What follows belongs to an exercise in optimizing a design on an open flow for small area; a production flow would make more cautious choices. Where RTL was checked, it was by simulation tests only, not by an equivalence proof against the original. No activity file was given, so power comes from the tool's default toggle rates.

## fir_q15
module fir_q15 (
  input  logic               clk,
  input  logic               reset,
  input  logic               in_valid_i,
  output logic               in_ready_o,
  input  logic signed [15:0] in_data_i,
  input  logic               coef_we_i,
  input  logic [3:0]         coef_addr_i,
  input  logic signed [15:0] coef_data_i,
  output logic               coef_err_o,
  output logic               out_valid_o,
  output logic signed [15:0] out_data_o,
  output logic               busy_o
);
  fir_mac_serial u_fir (
    .clk(clk), .reset(reset),
    .in_valid_i(in_valid_i), .in_ready_o(in_ready_o), .in_data_i(in_data_i),
    .coef_we_i(coef_we_i), .coef_addr_i(coef_addr_i), .coef_data_i(coef_data_i),
    .coef_err_o(coef_err_o),
    .out_valid_o(out_valid_o), .out_data_o(out_data_o), .busy_o(busy_o)
  );
endmodule
==> module fir_mac_serial, before the edit <==
module fir_mac_serial (
  input  logic               clk,
  input  logic               reset,
  input  logic               in_valid_i,
  output logic               in_ready_o,
  input  logic signed [15:0] in_data_i,
  input  logic               coef_we_i,
  input  logic [3:0]         coef_addr_i,
  input  logic signed [15:0] coef_data_i,
  output logic               coef_err_o,
  output logic               out_valid_o,
  output logic signed [15:0] out_data_o,
  output logic               busy_o
);
  localparam logic [2:0] S_INIT = 3'd0, S_IDLE = 3'd1, S_PEND = 3'd2,
                         S_WAIT = 3'd3, S_COMP = 3'd4, S_NEG = 3'd5,
                         S_OUTV = 3'd6;
  logic [2:0]   st;
  logic [7:0]   t;
  logic [3:0]   bm;
  logic         cerr;
  logic [255:0] hq;
  logic [15:0]  xq [0:15];
  logic [20:0]  r;
  logic         hb;
  logic init, idle, pend, wait_s, comp, neg, outv;
  assign init   = (st == S_INIT);
  assign idle   = (st == S_IDLE);
  assign pend   = (st == S_PEND);
  assign wait_s = (st == S_WAIT);
  assign comp   = (st == S_COMP);
  assign neg    = (st == S_NEG);
  assign outv   = (st == S_OUTV);
  logic [7:0] t_n;
  assign t_n = t + 8'd1;
  logic wr_ph, wr, acc;
  assign wr_ph      = (t[7:4] == 4'hf) && (t[3:0] == coef_addr_i);
  assign in_ready_o = idle && (!coef_we_i || wr_ph);
  assign busy_o     = !in_ready_o;
  assign wr         = coef_we_i && in_ready_o;
  assign acc        = in_valid_i && in_ready_o;
  logic k15, hi0, hif;
  assign k15 = (t[3:0] == bm);
  assign hi0 = (t_n[7:4] == 4'h0);
  assign hif = (t_n[7:4] == 4'hf);
  logic mac, shift, ins;
  logic [20:0] rm, add, sum;
  assign mac   = comp || neg;
  assign shift = comp && k15;
  assign rm    = (mac || pend) ? r : 21'd0;
  assign add   = idle ? {{5{in_data_i[15]}}, in_data_i} :
                 (mac && hb) ? {{5{xq[0][15] ^ neg}}, xq[0] ^ {16{neg}}} :
                 {6'd0, wait_s, 14'd0};
  assign ins   = init || (pend && k15);
  logic [16:0] cy;
  assign cy[0] = neg && hb;
  for (genvar b = 0; b < 16; b++) begin : g_add
    assign sum[b]  = rm[b] ^ add[b] ^ cy[b];
    assign cy[b+1] = (rm[b] & add[b]) | (rm[b] & cy[b]) | (add[b] & cy[b]);
  end
  assign sum[20:16] = rm[20:16] + add[20:16] + {4'd0, cy[16]};
  always_ff @(posedge clk) begin
    for (int q = 0; q < 255; q++) hq[q] <= hq[q+1];
    for (int m = 0; m < 15; m++) if (wr) hq[16*m+15] <= coef_data_i[m];
    hq[255] <= wr ? coef_data_i[15] : init ? (t == 8'd0) : hq[0];
    hb <= (bm == 4'hf) ? hq[1] : hq[8'(9'd256 - {5'd0, bm})];
    for (int s = 0; s < 15; s++) xq[s] <= xq[s+1];
    xq[15] <= ins ? r[15:0] : xq[0];
    r <= shift ? {sum[20], sum[20:1]} : sum;
  end
  always_ff @(posedge clk or posedge reset) begin
    if (reset) begin
      st   <= S_INIT;
      t    <= 8'd0;
      bm   <= 4'hf;
      cerr <= 1'b0;
    end else begin
      t    <= t_n;
      cerr <= coef_we_i && !in_ready_o;
      case (st)
        S_INIT: if (t == 8'hff) st <= S_IDLE;
        S_IDLE: if (acc) st <= S_PEND;
        S_PEND: if (k15) begin
          st <= S_WAIT;
          bm <= bm - 4'd1;
        end
        S_WAIT: if (k15 && hi0) st <= S_COMP;
        S_COMP: if (k15 && hif) st <= S_NEG;
        S_NEG:  if (k15) st <= S_OUTV;
        default: st <= S_IDLE;
      endcase
    end
  end
  logic ovf;
  assign ovf         = !((&r[20:15]) || !(|r[20:15]));
  assign out_data_o  = ovf ? {r[20], {15{!r[20]}}} : r[15:0];
  assign out_valid_o = outv;
  assign coef_err_o  = cerr;
endmodule
export LEC_CHECK = 0
export CAP_MARGIN = 20
export CORE_MARGIN = 2
export CORE_UTILIZATION = 60
export CTS_BUF_LIST = sky130_fd_sc_hd__clkbuf_8
export CTS_CLUSTER_DIAMETER = 100
export CTS_CLUSTER_SIZE = 16
export SLEW_MARGIN = 20
create_clock -name core_clock -period 10.0 [get_ports {clk}]
standard.sh (not shown) runs the stock make flow with config.mk's settings and CLKGATE_MAP_FILE= SYNTH_SCRIPT=/design/flow/synth_recipe.tcl, a recipe that flattens the netlist after the stock synthesis.
==> flow/flow/run.sh <==
#!/bin/bash
# The standard layout, with the port buffers made from the smallest buffer cell.
set -euo pipefail
export BUFFER_PORTS_ARGS="-buffer_cell sky130_fd_sc_hd__buf_1"
bash standard.sh > standard.log 2>&1
The starting point produced a clean layout.
Then changed:
--- a/flow/design.v
+++ b/flow/design.v
@@ -30,20 +30,18 @@
   assign wait_s = (st == S_WAIT);
   assign comp   = (st == S_COMP);
   assign neg    = (st == S_NEG);
   assign outv   = (st == S_OUTV);
-  logic [7:0] t_n;
-  assign t_n = t + 8'd1;
   logic wr_ph, wr, acc;
-  assign wr_ph      = (t[7:4] == 4'hf) && (t[3:0] == coef_addr_i);
+  assign wr_ph      = thf && (t[3:0] == coef_addr_i);
   assign in_ready_o = idle && (!coef_we_i || wr_ph);
   assign busy_o     = !in_ready_o;
   assign wr         = coef_we_i && in_ready_o;
   assign acc        = in_valid_i && in_ready_o;
-  logic k15, hi0, hif;
+  logic k15, th0, thf;
   assign k15 = (t[3:0] == bm);
-  assign hi0 = (t_n[7:4] == 4'h0);
-  assign hif = (t_n[7:4] == 4'hf);
+  assign th0 = (t[7:4] == 4'h0);
+  assign thf = (t[7:4] == 4'hf);
   logic mac, shift, ins;
   logic [20:0] rm, add, sum;
   assign mac   = comp || neg;
   assign shift = comp && k15;
@@ -58,13 +56,17 @@
     assign sum[b]  = rm[b] ^ add[b] ^ cy[b];
     assign cy[b+1] = (rm[b] & add[b]) | (rm[b] & cy[b]) | (add[b] & cy[b]);
   end
   assign sum[20:16] = rm[20:16] + add[20:16] + {4'd0, cy[16]};
+  logic [15:0] taps;
+  for (genvar i = 0; i < 16; i++) begin : g_tap
+    assign taps[i] = hq[(256 - i) % 256];
+  end
   always_ff @(posedge clk) begin
     for (int q = 0; q < 255; q++) hq[q] <= hq[q+1];
     for (int m = 0; m < 15; m++) if (wr) hq[16*m+15] <= coef_data_i[m];
     hq[255] <= wr ? coef_data_i[15] : init ? (t == 8'd0) : hq[0];
-    hb <= (bm == 4'hf) ? hq[1] : hq[8'(9'd256 - {5'd0, bm})];
+    hb <= taps[bm];
     for (int s = 0; s < 15; s++) xq[s] <= xq[s+1];
     xq[15] <= ins ? r[15:0] : xq[0];
     r <= shift ? {sum[20], sum[20:1]} : sum;
   end
@@ -74,19 +76,19 @@
       t    <= 8'd0;
       bm   <= 4'hf;
       cerr <= 1'b0;
     end else begin
-      t    <= t_n;
+      t    <= t + 8'd1;
       cerr <= coef_we_i && !in_ready_o;
       case (st)
         S_INIT: if (t == 8'hff) st <= S_IDLE;
         S_IDLE: if (acc) st <= S_PEND;
         S_PEND: if (k15) begin
           st <= S_WAIT;
           bm <= bm - 4'd1;
         end
-        S_WAIT: if (k15 && hi0) st <= S_COMP;
-        S_COMP: if (k15 && hif) st <= S_NEG;
+        S_WAIT: if (k15 && th0) st <= S_COMP;
+        S_COMP: if (k15 && thf) st <= S_NEG;
         S_NEG:  if (k15) st <= S_OUTV;
         default: st <= S_IDLE;
       endcase
     end
Effect:
- The new run finished with timing, DRC and antenna clean
- final cell count came out higher by about 0.4%
- fmax came out higher by 0.35%
- setup slack gains 0.034 ns
- clock skew is about the same
- synthesized cell count is about the same
- sequential cell count is unchanged
- design area came out lower by 2.0%
- critical path depth came out higher by 2
- power came out lower by about 34%
- area after synthesis came out lower by about 2.7%
- core utilization came out higher by 0.91 points
- via count came out lower by about 1.4%
Only the layout flow was run in the first run of this note; the RTL was not checked for function there.

[static timing again, ports no longer ideal]
No port has a modelled driver above. Below, the same layouts with a new extraction and two added sets of constraints. Step 1 sets driving cells, clkbuf_16 on the clock port and buf_2 on the other inputs (assumed; they add their load-dependent delay and slew). Step 2, shift: input delay + t, output delay - t, t = (earliest + latest rising clock arrival at the registers) / 2. This alone moves slack from input paths to output paths. Three values: ideal, step 1, step 2; two values: the first two.
run | t, ns | setup slack, ns | worst hold slack (ns) | worst register clock-pin slew, ns
the first run | 0.591 | 0.301 / 0.321 / -0.270 | 0.315 / 0.315 / 0.315 | 0.10 / 0.10
the second run | 0.601 | 0.335 / 0.352 / -0.250 | 0.308 / 0.308 / 0.308 | 0.10 / 0.10
Met with ideal ports but missed after step 2: setup timing in the first run and the second run. For the second run, which loses most, drivers alone change the setup slack by +0.017 ns; drivers and shift together by -0.585 ns.
